From an optimization exercise on the open Yosys and OpenROAD flow, aimed at small area; shortcuts taken in it are not production practice. At most, simulation tests tie the RTL to the original design; equivalence was not proved. Power and IR drop assume default switching activity.

run C:
==> module dcache_top, before the edit <==
module dcache_top (
  input  logic        CLK,
  input  logic        nRST,
  input  logic        cpu_ren,
  input  logic        cpu_wen,
  input  logic        cpu_halt,
  input  logic [31:0] cpu_addr,
  input  logic [31:0] cpu_store,
  output logic        cpu_hit,
  output logic [31:0] cpu_load,
  output logic        cpu_flushed,
  output logic        mem_ren,
  output logic        mem_wen,
  output logic [31:0] mem_addr,
  output logic [31:0] mem_store,
  input  logic        dwait,
  input  logic [31:0] dload
);
  localparam logic [3:0] IDLE    = 4'b0000;
  localparam logic [3:0] WB0     = 4'b0100;
  localparam logic [3:0] WB1     = 4'b0101;
  localparam logic [3:0] FILL0   = 4'b0010;
  localparam logic [3:0] FILL1   = 4'b0011;
  localparam logic [3:0] FCHK    = 4'b1000;
  localparam logic [3:0] FW0     = 4'b1100;
  localparam logic [3:0] FW1     = 4'b1101;
  localparam logic [3:0] FLUSHED = 4'b1001;
  logic [3:0]  state_q, state_d;
  logic [3:0]  cnt_q, cnt_d;    
  logic        st_flush, st_wen, st_ren, st_second, st_idle;
  assign st_flush  = state_q[3];
  assign st_wen    = state_q[2];
  assign st_ren    = state_q[1];
  assign st_second = state_q[0];
  assign st_idle   = (state_q == IDLE);
  logic [25:0] req_tag;
  logic [2:0]  req_index;
  logic        req_word;
  logic        req;
  assign req_tag   = cpu_addr[31:6];
  assign req_index = cpu_addr[5:3];
  assign req_word  = cpu_addr[2];
  assign req       = cpu_ren | cpu_wen;
  logic [15:0]       valid_q;    
  logic [15:0]       dirty_q;
  logic [15:0][25:0] tag_q;
  logic [7:0]        lru_q;      
  logic [31:0][31:0] data_q;     
  logic [2:0]  idx;
  assign idx = st_flush ? cnt_q[3:1] : req_index;
  logic [7:0]  set_oh;
  logic        v0, v1, d0, d1, lru;
  logic [25:0] t0, t1;
  always_comb
  begin
    for (int i = 0; i < 8; i++)
      set_oh[i] = (idx == 3'(i));
    v0 = 1'b0; v1 = 1'b0; d0 = 1'b0; d1 = 1'b0; lru = 1'b0;
    t0 = '0;   t1 = '0;
    for (int i = 0; i < 8; i++)
    begin
      v0  = v0  | (valid_q[i]     & set_oh[i]);
      v1  = v1  | (valid_q[8 + i] & set_oh[i]);
      d0  = d0  | (dirty_q[i]     & set_oh[i]);
      d1  = d1  | (dirty_q[8 + i] & set_oh[i]);
      lru = lru | (lru_q[i]       & set_oh[i]);
      t0  = t0  | (tag_q[i]       & {26{set_oh[i]}});
      t1  = t1  | (tag_q[8 + i]   & {26{set_oh[i]}});
    end
  end
  logic m0, m1, hit;
  assign m0  = v0 && (t0 == req_tag);
  assign m1  = v1 && (t1 == req_tag);
  assign hit = m0 | m1;
  logic way;
  assign way = st_idle ? m1 : cnt_q[0];
  logic victim_way, need_wb;
  assign victim_way = !v0 ? 1'b0 : !v1 ? 1'b1 : lru;
  assign need_wb    = v0 && v1 && (lru ? d1 : d0);
  logic        rd_word;
  logic [31:0] rd_data;
  assign rd_word = st_wen ? st_second : req_word;
  logic [3:0]        col_oh;
  logic [31:0]       word_oh;
  logic [10:0][31:0] grp;
  always_comb
  begin
    for (int c = 0; c < 4; c++)
      col_oh[c] = ({way, rd_word} == 2'(c));
    for (int i = 0; i < 32; i++)
      word_oh[i] = set_oh[i[3:1]] & col_oh[{i[4], i[0]}];
    for (int k = 0; k < 11; k++)
    begin
      grp[k] = '0;
      for (int j = 0; j < 3; j++)
        if (3 * k + j < 32)
          grp[k] = grp[k] | (data_q[3 * k + j] & {32{word_oh[3 * k + j]}});
    end
  end
  assign rd_data = ((grp[0] | grp[1]) | (grp[2] | grp[3])) |
                   ((grp[4] | grp[5]) | (grp[6] | grp[7])) |
                   ((grp[8] | grp[9]) | grp[10]);
  logic [25:0] sel_tag;
  assign sel_tag = cnt_q[0] ? t1 : t0;
  assign cpu_load    = rd_data;
  assign mem_store   = rd_data;
  assign mem_ren     = st_ren;
  assign mem_wen     = st_wen;
  assign cpu_flushed = (state_q == FLUSHED);
  assign mem_addr    = {st_wen ? sel_tag : req_tag, idx,
                        st_wen ? st_second : (req_word ^ st_second), 2'b00};
  logic hit_now;
  assign hit_now = st_idle && req && hit;
  assign cpu_hit = hit_now || (st_ren && st_second && !dwait);
  logic        we;
  logic        wr_word;
  logic [31:0] wr_data;
  assign we      = st_ren || (hit_now && cpu_wen);
  assign wr_word = req_word ^ st_second;
  assign wr_data = (cpu_wen && !st_second) ? cpu_store : dload;
  logic [15:0] line_sel;
  for (genvar l = 0; l < 16; l++)
  begin : g_sel
    assign line_sel[l] = ({way, idx} == 4'(l));
  end
  for (genvar l = 0; l < 16; l++)
  begin : g_line
    always_ff @(posedge CLK, negedge nRST)
    begin
      if (!nRST)
        valid_q[l] <= 1'b0;
      else if (line_sel[l] && we)
        valid_q[l] <= 1'b1;
      else if (line_sel[l] && st_flush)
        valid_q[l] <= 1'b0;
    end
    always_ff @(posedge CLK)
    begin
      if (line_sel[l] && we)
      begin
        dirty_q[l] <= cpu_wen;
        tag_q[l]   <= req_tag;
      end
    end
    for (genvar w = 0; w < 2; w++)
    begin : g_word
      always_ff @(posedge CLK)
      begin
        if (line_sel[l] && we && wr_word == 1'(w))
          data_q[{l, 1'(w)}] <= wr_data;
      end
    end
  end
  for (genvar s = 0; s < 8; s++)
  begin : g_lru
    always_ff @(posedge CLK)
    begin
      if (idx == 3'(s) && (hit_now || st_ren))
        lru_q[s] <= !way;
    end
  end
  always_ff @(posedge CLK, negedge nRST)
  begin
    if (!nRST)
      state_q <= IDLE;
    else
      state_q <= state_d;
  end
  always_ff @(posedge CLK)
  begin
    cnt_q <= cnt_d;
  end
  logic line_done;
  assign line_done = (state_q == FCHK && !(cnt_q[0] ? v1 && d1 : v0 && d0))
                  || (state_q == FW1 && !dwait);
  always_comb
  begin
    state_d = state_q;
    cnt_d   = cnt_q;
    case (state_q)
      IDLE:
      begin
        cnt_d = {3'b000, req && victim_way};
        if (req)
        begin
          if (!hit)
            state_d = need_wb ? WB0 : FILL0;
        end
        else if (cpu_halt)
          state_d = FCHK;
      end
      WB0:     if (!dwait) state_d = WB1;
      WB1:     if (!dwait) state_d = FILL0;
      FILL0:   if (!dwait) state_d = FILL1;
      FILL1:   if (!dwait) state_d = IDLE;
      FCHK:    if (!line_done) state_d = FW0;
      FW0:     if (!dwait) state_d = FW1;
      FW1:     ;  
      FLUSHED: state_d = FLUSHED;
      default: state_d = IDLE;
    endcase
    if (line_done)
    begin
      cnt_d   = cnt_q + 4'd1;
      state_d = (cnt_q == 4'd15) ? FLUSHED : FCHK;
    end
  end
endmodule
clock: 12.0 ns
lec_check: 0
abc_area: 1
cap_margin: 20
core_margin: 2
core_utilization: 65
cts_buf_list: sky130_fd_sc_hd__clkbuf_8
cts_cluster_diameter: 60
cts_cluster_size: 16
place_density: 0.75
slew_margin: 20
standard.sh (not shown) runs the stock make flow with config.mk's settings and CLKGATE_MAP_FILE= SYNTH_SCRIPT=/design/flow/synth_recipe.tcl, a recipe that flattens the netlist after the stock synthesis.
==> flow/flow/run.sh <==
#!/bin/bash
# Own layout flow: the standard ORFS flow (standard.sh) with two changes to
# synthesis, which otherwise runs synth_recipe.tcl unchanged:
#  - yosys synth also gets -noabc (no generic ABC pass before mapping), so the
#    RTL's and-or structure reaches the final mapping;
#  - the final ABC mapping uses flow/abc_amap.script (area-oriented).
# Extra make variables (port buffer cell, CTS options) come from flow/extra.mk.
# Every tool's output goes to a log of its own in this folder.
set -euo pipefail
W=$PWD
{
  cat <<'TCL'
# map combinational logic with flow/abc_amap.script instead of ORFS's script
proc abc {args} {
  set i [lsearch -exact $args -script]
  if {$i >= 0} { lset args [expr {$i + 1}] $::env(FLOW_ABC_SCRIPT) }
  yosys abc {*}$args
}
TCL
  sed 's/yosys synth -nofsm -noshare /yosys synth -nofsm -noshare -noabc /' synth_recipe.tcl
} > own_synth.tcl
grep -q -- '-nofsm -noshare -noabc' own_synth.tcl
export FLOW_ABC_SCRIPT=$W/flow/abc_amap.script
EXTRA=(SYNTH_SCRIPT=$W/own_synth.tcl)
if [[ -f flow/extra.mk ]]; then
  while read -r line; do [[ -n "$line" ]] && EXTRA+=("$line"); done < flow/extra.mk
fi
bash standard.sh "${EXTRA[@]}" synth > synth.log 2>&1
bash standard.sh "${EXTRA[@]}" finish > layout.log 2>&1
==> flow/flow/abc_amap.script <==
strash
dch -f
amap
==> flow/flow/extra.mk <==
BUFFER_PORTS_ARGS=-buffer_cell sky130_fd_sc_hd__buf_1
CTS_ARGS=-sink_clustering_enable -repair_clock_nets -dont_use_dummy_load -buf_list sky130_fd_sc_hd__clkbuf_8 -sink_clustering_size 16 -sink_clustering_max_diameter 60
Modified inputs, run Z compared to run C
diff --git a/flow/design.v b/flow/design.v
--- a/flow/design.v
+++ b/flow/design.v
@@ -79,30 +79,30 @@
   assign victim_way = !v0 ? 1'b0 : !v1 ? 1'b1 : lru;
   assign need_wb    = v0 && v1 && (lru ? d1 : d0);
   logic        rd_word;
   logic [31:0] rd_data;
   assign rd_word = st_wen ? st_second : req_word;
-  logic [3:0]        col_oh;
-  logic [31:0]       word_oh;
-  logic [10:0][31:0] grp;
+  logic [15:0]          word_oh;
+  logic [1:0][5:0][31:0] grp;
+  logic [1:0][31:0]     way_data;
   always_comb
   begin
-    for (int c = 0; c < 4; c++)
-      col_oh[c] = ({way, rd_word} == 2'(c));
-    for (int i = 0; i < 32; i++)
-      word_oh[i] = set_oh[i[3:1]] & col_oh[{i[4], i[0]}];
-    for (int k = 0; k < 11; k++)
-    begin
-      grp[k] = '0;
-      for (int j = 0; j < 3; j++)
-        if (3 * k + j < 32)
-          grp[k] = grp[k] | (data_q[3 * k + j] & {32{word_oh[3 * k + j]}});
-    end
-  end
-  assign rd_data = ((grp[0] | grp[1]) | (grp[2] | grp[3])) |
-                   ((grp[4] | grp[5]) | (grp[6] | grp[7])) |
-                   ((grp[8] | grp[9]) | grp[10]);
+    for (int i = 0; i < 16; i++)
+      word_oh[i] = set_oh[i[3:1]] & (rd_word == i[0]);
+    for (int w = 0; w < 2; w++)
+    begin
+      for (int k = 0; k < 6; k++)
+      begin
+        grp[w][k] = '0;
+        for (int j = 0; j < 3; j++)
+          if (3 * k + j < 16)
+            grp[w][k] = grp[w][k] | (data_q[16 * w + 3 * k + j] & {32{word_oh[3 * k + j]}});
+      end
+      way_data[w] = (grp[w][0] | grp[w][1]) | (grp[w][2] | grp[w][3]) | (grp[w][4] | grp[w][5]);
+    end
+  end
+  assign rd_data = way ? way_data[1] : way_data[0];
   logic [25:0] sel_tag;
   assign sel_tag = cnt_q[0] ? t1 : t0;
   assign cpu_load    = rd_data;
   assign mem_store   = rd_data;
   assign mem_ren     = st_ren;
Results
Run Z vs run C — cell-internal power climbed slightly. Relative to run C, the met2 usage in global routing of run Z is higher by 1.2 points. Compared with run C, in run Z final weighted congestion of routability-driven global placement went down; clock transition time at the flip-flop clock pins of the worst setup and hold paths went up; setup slack went up; placed cell area did not really move.
For run Z, only the layout was checked, not whether the RTL still works.

what the ideal ports hide:
In the flow no input, the clock included, has a driving cell. The finished layouts below were timed again as built, in two steps. Step 1 sets driving cells, clkbuf_16 on the clock port and buf_2 on the other inputs (assumed; they add their load-dependent delay and slew). Step 2 times the ports against the registers' clock, not the clock port: input delays grow and output delays shrink by t, the midpoint of the rising clock arrivals with the driver on. Slacks: ideal ports / drivers / drivers and shift; pairs: ideal ports / drivers.
run | t (ns) | setup WS [ns] | hold slack, ns | clock arrival spread, ns | worst register clock-pin slew, ns
run C | 0.808 | 0.165 / 0.142 / 0.142 | 0.544 / 0.544 / 0.544 | 0.070 / 0.070 | 0.11 / 0.11
run Z | 0.812 | 0.919 / 0.898 / 0.898 | 0.542 / 0.542 / 0.542 | 0.094 / 0.094 | 0.11 / 0.11
After both steps every run listed still meets setup and hold. For run C, which loses most, drivers alone change the setup slack by -0.023 ns; drivers and shift together by -0.023 ns.
